What follows belongs to an exercise in optimizing a design on an open flow for small area; a production flow would make more cautious choices.
The RTL was checked by simulation tests, not by an equivalence proof against the original design.
No activity file was given, so power comes from the tool's default toggle rates.

Setup of v27:
// ramb_sp_top
module ramb_sp_top (
  input  logic        CLK,
  input  logic        RST_N,
  input  logic        EN,
  input  logic        SSR,
  input  logic [3:0]  WE,
  input  logic [6:0]  ADDR,
  input  logic [31:0] DI,
  input  logic        REGCE,
  output logic [31:0] DO,
  output logic        DO_VALID
);
export LEC_CHECK = 0
export CAP_MARGIN = 10
export CORE_MARGIN = 2
export CORE_UTILIZATION = 70
export CTS_CLUSTER_DIAMETER = 70
export CTS_CLUSTER_SIZE = 20
export SLEW_MARGIN = 10
export SYNTH_HIERARCHICAL = 1
create_clock -name core_clock -period 6.0 [get_ports {CLK}]
run.sh (not shown) runs the stock make flow with config.mk's settings and CLKGATE_MAP_FILE= SYNTH_SCRIPT=/design/flow/synth_recipe.tcl, a recipe that flattens the netlist after the stock synthesis.
Modified inputs, v38 compared to v27
Settings: CTS_CLUSTER_DIAMETER changed from 70 to 80; CAP_MARGIN changed from 10 to 30; SLEW_MARGIN changed from 10 to 20; CTS_CLUSTER_SIZE changed from 20 to 24.
[summary]
v38: full flow OK, the timing, DRC and antenna checks passed. Summary of v38 over v27: wire length of the first global-routing pass shrank by 0.52%, internal reg-to-reg setup slack shrank by 0.11 ns, initial antenna violation count shrank by about 18%, total area of multi-input combinational cells held steady, slack of the critical path shrank by 0.31 ns. Re power: v27 was higher than v38. v38: clock network fraction of total power 1.7 points below v27. Cmp v38 and v27 / clock group power / higher: v27. [compare] base=v27 new=v38: pre-CTS setup slack shows a reduction of 0.038 ns; internal cell power shrank by 2.4%; clock-buffer cell count fell 37.

---

The RTL this note starts from:
==> flow/design.v <==
package x_ramb_pkg;
  typedef enum int unsigned {
    WM_WRITE_FIRST = 0,
    WM_READ_FIRST  = 1,
    WM_NO_CHANGE   = 2
  } write_mode_e;
  function automatic int unsigned lane_count(input int unsigned data_width,
                                             input int unsigned lane_width);
    lane_count = data_width / lane_width;
  endfunction
endpackage
module x_ramb_cell_wr (
  input  logic W,
  input  logic WN,
  input  logic Q,
  input  logic D,
  output logic Y
);
  assign Y = (W | Q) & (WN | D);
endmodule
module x_ramb_cell_nand2 (
  input  logic A,
  input  logic B,
  output logic Y
);
  assign Y = !(A & B);
endmodule
module x_ramb_cell_nor2 (
  input  logic A,
  input  logic B,
  output logic Y
);
  assign Y = !(A | B);
endmodule
module x_ramb_cell_aoi222 (
  input  logic S0, D0,
  input  logic S1, D1,
  input  logic S2, D2,
  output logic Y
);
  assign Y = !((S0 & D0) | (S1 & D1) | (S2 & D2));
endmodule
module x_ramb_cell_aoi22 (
  input  logic S0, D0,
  input  logic S1, D1,
  output logic Y
);
  assign Y = !((S0 & D0) | (S1 & D1));
endmodule
module x_ramb_cell_nand4 (
  input  logic A, B, C, D,
  output logic Y
);
  assign Y = !(A & B & C & D);
endmodule
module x_ramb_cell_nand3 (
  input  logic A, B, C,
  output logic Y
);
  assign Y = !(A & B & C);
endmodule
module x_ramb_cell_or4 (
  input  logic A, B, C, D,
  output logic Y
);
  assign Y = A | B | C | D;
endmodule
module x_ramb_cell_or3 (
  input  logic A, B, C,
  output logic Y
);
  assign Y = A | B | C;
endmodule
module x_ramb_sp_param_int
#(
  parameter int unsigned           DATA_WIDTH = 8,
  parameter int unsigned           LANE_WIDTH = 8,
  parameter int unsigned           ADDR_WIDTH = 9,
  parameter int unsigned           WRITE_MODE = 0,
  parameter int unsigned           DO_REG     = 0,
  parameter logic [DATA_WIDTH-1:0] SRVAL      = '0,
  parameter logic [DATA_WIDTH-1:0] INIT_WORD  = '0
) (
  input  logic                                            CLK,
  input  logic                                            RST_N,
  input  logic                                            EN,
  input  logic                                            SSR,
  input  logic [x_ramb_pkg::lane_count(DATA_WIDTH, LANE_WIDTH)-1:0]   WE,
  input  logic [ADDR_WIDTH-1:0]                           ADDR,
  input  logic [DATA_WIDTH-1:0]                           DI,
  input  logic                                            REGCE,
  output logic [DATA_WIDTH-1:0]                           DO,
  output logic                                            DO_VALID
);
  localparam int unsigned LANES = x_ramb_pkg::lane_count(DATA_WIDTH, LANE_WIDTH);
  localparam int unsigned DEPTH = 2 ** ADDR_WIDTH;
  localparam int unsigned LO_W  = 3;
  localparam int unsigned HI_W  = ADDR_WIDTH - LO_W;
  localparam int unsigned NLO   = 2 ** LO_W;
  localparam int unsigned NHI   = 2 ** HI_W;
  localparam int unsigned NLEAF = (DEPTH + 2) / 3;
  localparam int unsigned NL2   = (NLEAF + 3) / 4;
  localparam int unsigned NL3   = (NL2 + 3) / 4;
  logic [LANES-1:0] w_lane_en, w_lane_en_n;
  logic [DATA_WIDTH-1:0] w_dm;
  logic [NHI-1:0] w_hi;
  logic [NLO-1:0] w_lo;
  always_comb begin
    for (int l = 0; l < LANES; l++) begin
      w_lane_en[l]   = WE[l] & EN & RST_N;
      w_lane_en_n[l] = !w_lane_en[l];
      for (int b = 0; b < LANE_WIDTH; b++)
        w_dm[l*LANE_WIDTH + b] = DI[l*LANE_WIDTH + b] | w_lane_en_n[l];
    end
    for (int h = 0; h < NHI; h++)
      w_hi[h] = (ADDR[ADDR_WIDTH-1:LO_W] == HI_W'(h));
    for (int j = 0; j < NLO; j++)
      w_lo[j] = (ADDR[LO_W-1:0] == LO_W'(j));
  end
  logic [ADDR_WIDTH-1:0] r_addr;
  logic                  r_srval;
  logic                  r_lvalid;
  always_ff @(posedge CLK) begin
    if (EN) r_addr <= ADDR;
  end
  always_ff @(posedge CLK or negedge RST_N) begin
    if (!RST_N) begin
      r_srval  <= 1'b1;
      r_lvalid <= 1'b0;
    end else if (EN) begin
      r_srval  <= 1'b0;
      r_lvalid <= !SSR;
    end
  end
  logic w_kill;
  assign w_kill = SSR | r_srval;
  logic [NHI-1:0] r_hi_n;
  logic [NLO-1:0] r_lo_n;
  always_comb begin
    for (int h = 0; h < NHI; h++)
      r_hi_n[h] = !((r_addr[ADDR_WIDTH-1:LO_W] == HI_W'(h)) & !w_kill);
    for (int j = 0; j < NLO; j++)
      r_lo_n[j] = !(r_addr[LO_W-1:0] == LO_W'(j));
  end
  logic [DEPTH-1:0]                 w_rsel;
  logic [DEPTH-1:0][DATA_WIDTH-1:0] w_q;
  for (genvar a = 0; a < DEPTH; a++) begin : g_word
    localparam int unsigned H = a / NLO;
    localparam int unsigned J = a % NLO;
    logic [DATA_WIDTH-1:0] r_q;
    logic [DATA_WIDTH-1:0] w_d;
    logic [LANES-1:0]      w_we;
    logic                  w_wsel_n;
    x_ramb_cell_nor2  u_rsel (.A(r_hi_n[H]), .B(r_lo_n[J]), .Y(w_rsel[a]));
    x_ramb_cell_nand2 u_wsel (.A(w_hi[H]),   .B(w_lo[J]),   .Y(w_wsel_n));
    for (genvar l = 0; l < LANES; l++) begin : g_lane
      x_ramb_cell_nor2 u_w (.A(w_wsel_n), .B(w_lane_en_n[l]), .Y(w_we[l]));
      for (genvar b = 0; b < LANE_WIDTH; b++) begin : g_bit
        x_ramb_cell_wr u_wr (
          .W  (w_we[l]),
          .WN (w_wsel_n),
          .Q  (r_q[l*LANE_WIDTH + b]),
          .D  (w_dm[l*LANE_WIDTH + b]),
          .Y  (w_d[l*LANE_WIDTH + b])
        );
      end
    end
    always_ff @(posedge CLK) begin
      r_q <= w_d;
    end
    assign w_q[a] = r_q;
  end
  logic [DATA_WIDTH-1:0] w_rd;
  for (genvar b = 0; b < DATA_WIDTH; b++) begin : g_rbit
    logic [NLEAF-1:0] w_l1;    
    logic [NL2-1:0]   w_l2;    
    logic [NL3-1:0]   w_l3;    
    for (genvar i = 0; i < NLEAF; i++) begin : g_leaf
      if (3 * i + 2 < DEPTH) begin : g_3
        x_ramb_cell_aoi222 u_leaf (
          .S0(w_rsel[3*i]),   .D0(w_q[3*i][b]),
          .S1(w_rsel[3*i+1]), .D1(w_q[3*i+1][b]),
          .S2(w_rsel[3*i+2]), .D2(w_q[3*i+2][b]),
          .Y (w_l1[i])
        );
      end else begin : g_2
        x_ramb_cell_aoi22 u_leaf (
          .S0(w_rsel[3*i]),   .D0(w_q[3*i][b]),
          .S1(w_rsel[3*i+1]), .D1(w_q[3*i+1][b]),
          .Y (w_l1[i])
        );
      end
    end
    for (genvar i = 0; i < NL2; i++) begin : g_l2
      if (4 * i + 3 < NLEAF) begin : g_4
        x_ramb_cell_nand4 u_g (.A(w_l1[4*i]), .B(w_l1[4*i+1]), .C(w_l1[4*i+2]),
                               .D(w_l1[4*i+3]), .Y(w_l2[i]));
      end else begin : g_3
        x_ramb_cell_nand3 u_g (.A(w_l1[4*i]), .B(w_l1[4*i+1]), .C(w_l1[4*i+2]),
                               .Y(w_l2[i]));
      end
    end
    for (genvar i = 0; i < NL3; i++) begin : g_l3
      if (4 * i + 3 < NL2) begin : g_4
        x_ramb_cell_or4 u_g (.A(w_l2[4*i]), .B(w_l2[4*i+1]), .C(w_l2[4*i+2]),
                             .D(w_l2[4*i+3]), .Y(w_l3[i]));
      end else begin : g_3
        x_ramb_cell_or3 u_g (.A(w_l2[4*i]), .B(w_l2[4*i+1]), .C(w_l2[4*i+2]),
                             .Y(w_l3[i]));
      end
    end
    x_ramb_cell_or3 u_root (.A(w_l3[0]), .B(w_l3[1]), .C(w_l3[2]), .Y(w_rd[b]));
  end
  logic [DATA_WIDTH-1:0] r_do;
  logic                  r_do_valid;
  always_ff @(posedge CLK or negedge RST_N) begin
    if (!RST_N) begin
      r_do       <= SRVAL;
      r_do_valid <= 1'b0;
    end else if (REGCE) begin
      r_do       <= w_rd | (SRVAL & {DATA_WIDTH{w_kill}});
      r_do_valid <= r_lvalid & !SSR;
    end
  end
  assign DO       = r_do;
  assign DO_VALID = r_do_valid;
endmodule
module ramb_sp_top (
  input  logic        CLK,
  input  logic        RST_N,
  input  logic        EN,
  input  logic        SSR,
  input  logic [3:0]  WE,
  input  logic [6:0]  ADDR,
  input  logic [31:0] DI,
  input  logic        REGCE,
  output logic [31:0] DO,
  output logic        DO_VALID
);
  x_ramb_sp_param_int #(
    .DATA_WIDTH (32),
    .LANE_WIDTH (8),
    .ADDR_WIDTH (7),
    .WRITE_MODE (0),
    .DO_REG     (1),
    .SRVAL      (32'h5A5A_C3C3),
    .INIT_WORD  (32'h0000_0000)
  ) u_ram (
    .CLK      (CLK),
    .RST_N    (RST_N),
    .EN       (EN),
    .SSR      (SSR),
    .WE       (WE),
    .ADDR     (ADDR),
    .DI       (DI),
    .REGCE    (REGCE),
    .DO       (DO),
    .DO_VALID (DO_VALID)
  );
endmodule
make LEC_CHECK=0 CAP_MARGIN=20 CORE_MARGIN=2 CORE_UTILIZATION=70 CTS_CLUSTER_DIAMETER=80 CTS_CLUSTER_SIZE=26 SLEW_MARGIN=20 SYNTH_HIERARCHICAL=1 finish   # period 6.0 ns
Then changed:
- CAP_MARGIN: 20 -> 10
- CTS_CLUSTER_SIZE: 26 -> 28
- SLEW_MARGIN: 20 -> 10
=> The changed run passed the timing, DRC and antenna checks; area after synthesis does not change; global-route usage stays flat; non-clock buffer count rises by 2; hold slack barely changes.

==> what the ideal ports hide <==
How much do the figures lean on ideal ports? The routed layouts below were timed once more, with nothing changed but the port constraints. Step 1, drivers: a clkbuf_16 drives CLK and a buf_2 each remaining input, both assumed. Step 2 moves the port delays by t, midway between the first and last clock arrival at a register: inputs arrive t later, outputs are due t later. That takes back most of the time a late clock gives input paths. a / b / c = no drivers / after step 1 / after step 2; a / b = the first two.
| run | shift t [ns] | setup WS [ns] | hold slack, ns | worst setup path after step 2 | latest minus earliest clock arrival (ns) |
|---|---|---|---|---|---|
| v27 | 1.011 | 0.350 / 0.426 / -0.585 | 0.165 / 0.081 / 0.486 | input to register | 0.036 / 0.036 |
| v38 | 1.003 | 0.037 / 0.103 / -0.901 | 0.149 / 0.084 / 0.488 | input to register | 0.031 / 0.031 |
| the first run of note 2 | 1.002 | 0.158 / 0.235 / -0.768 | 0.163 / 0.084 / 0.491 | input to register | 0.037 / 0.037 |
| the second run of note 2 | 0.991 | 0.483 / 0.549 / -0.442 | 0.160 / 0.089 / 0.491 | input to register | 0.046 / 0.046 |
With both steps, setup timing fails in every run listed, where it was met with ideal ports. For v38, which loses most, drivers alone change the setup slack by +0.066 ns; drivers and shift together by -0.938 ns.
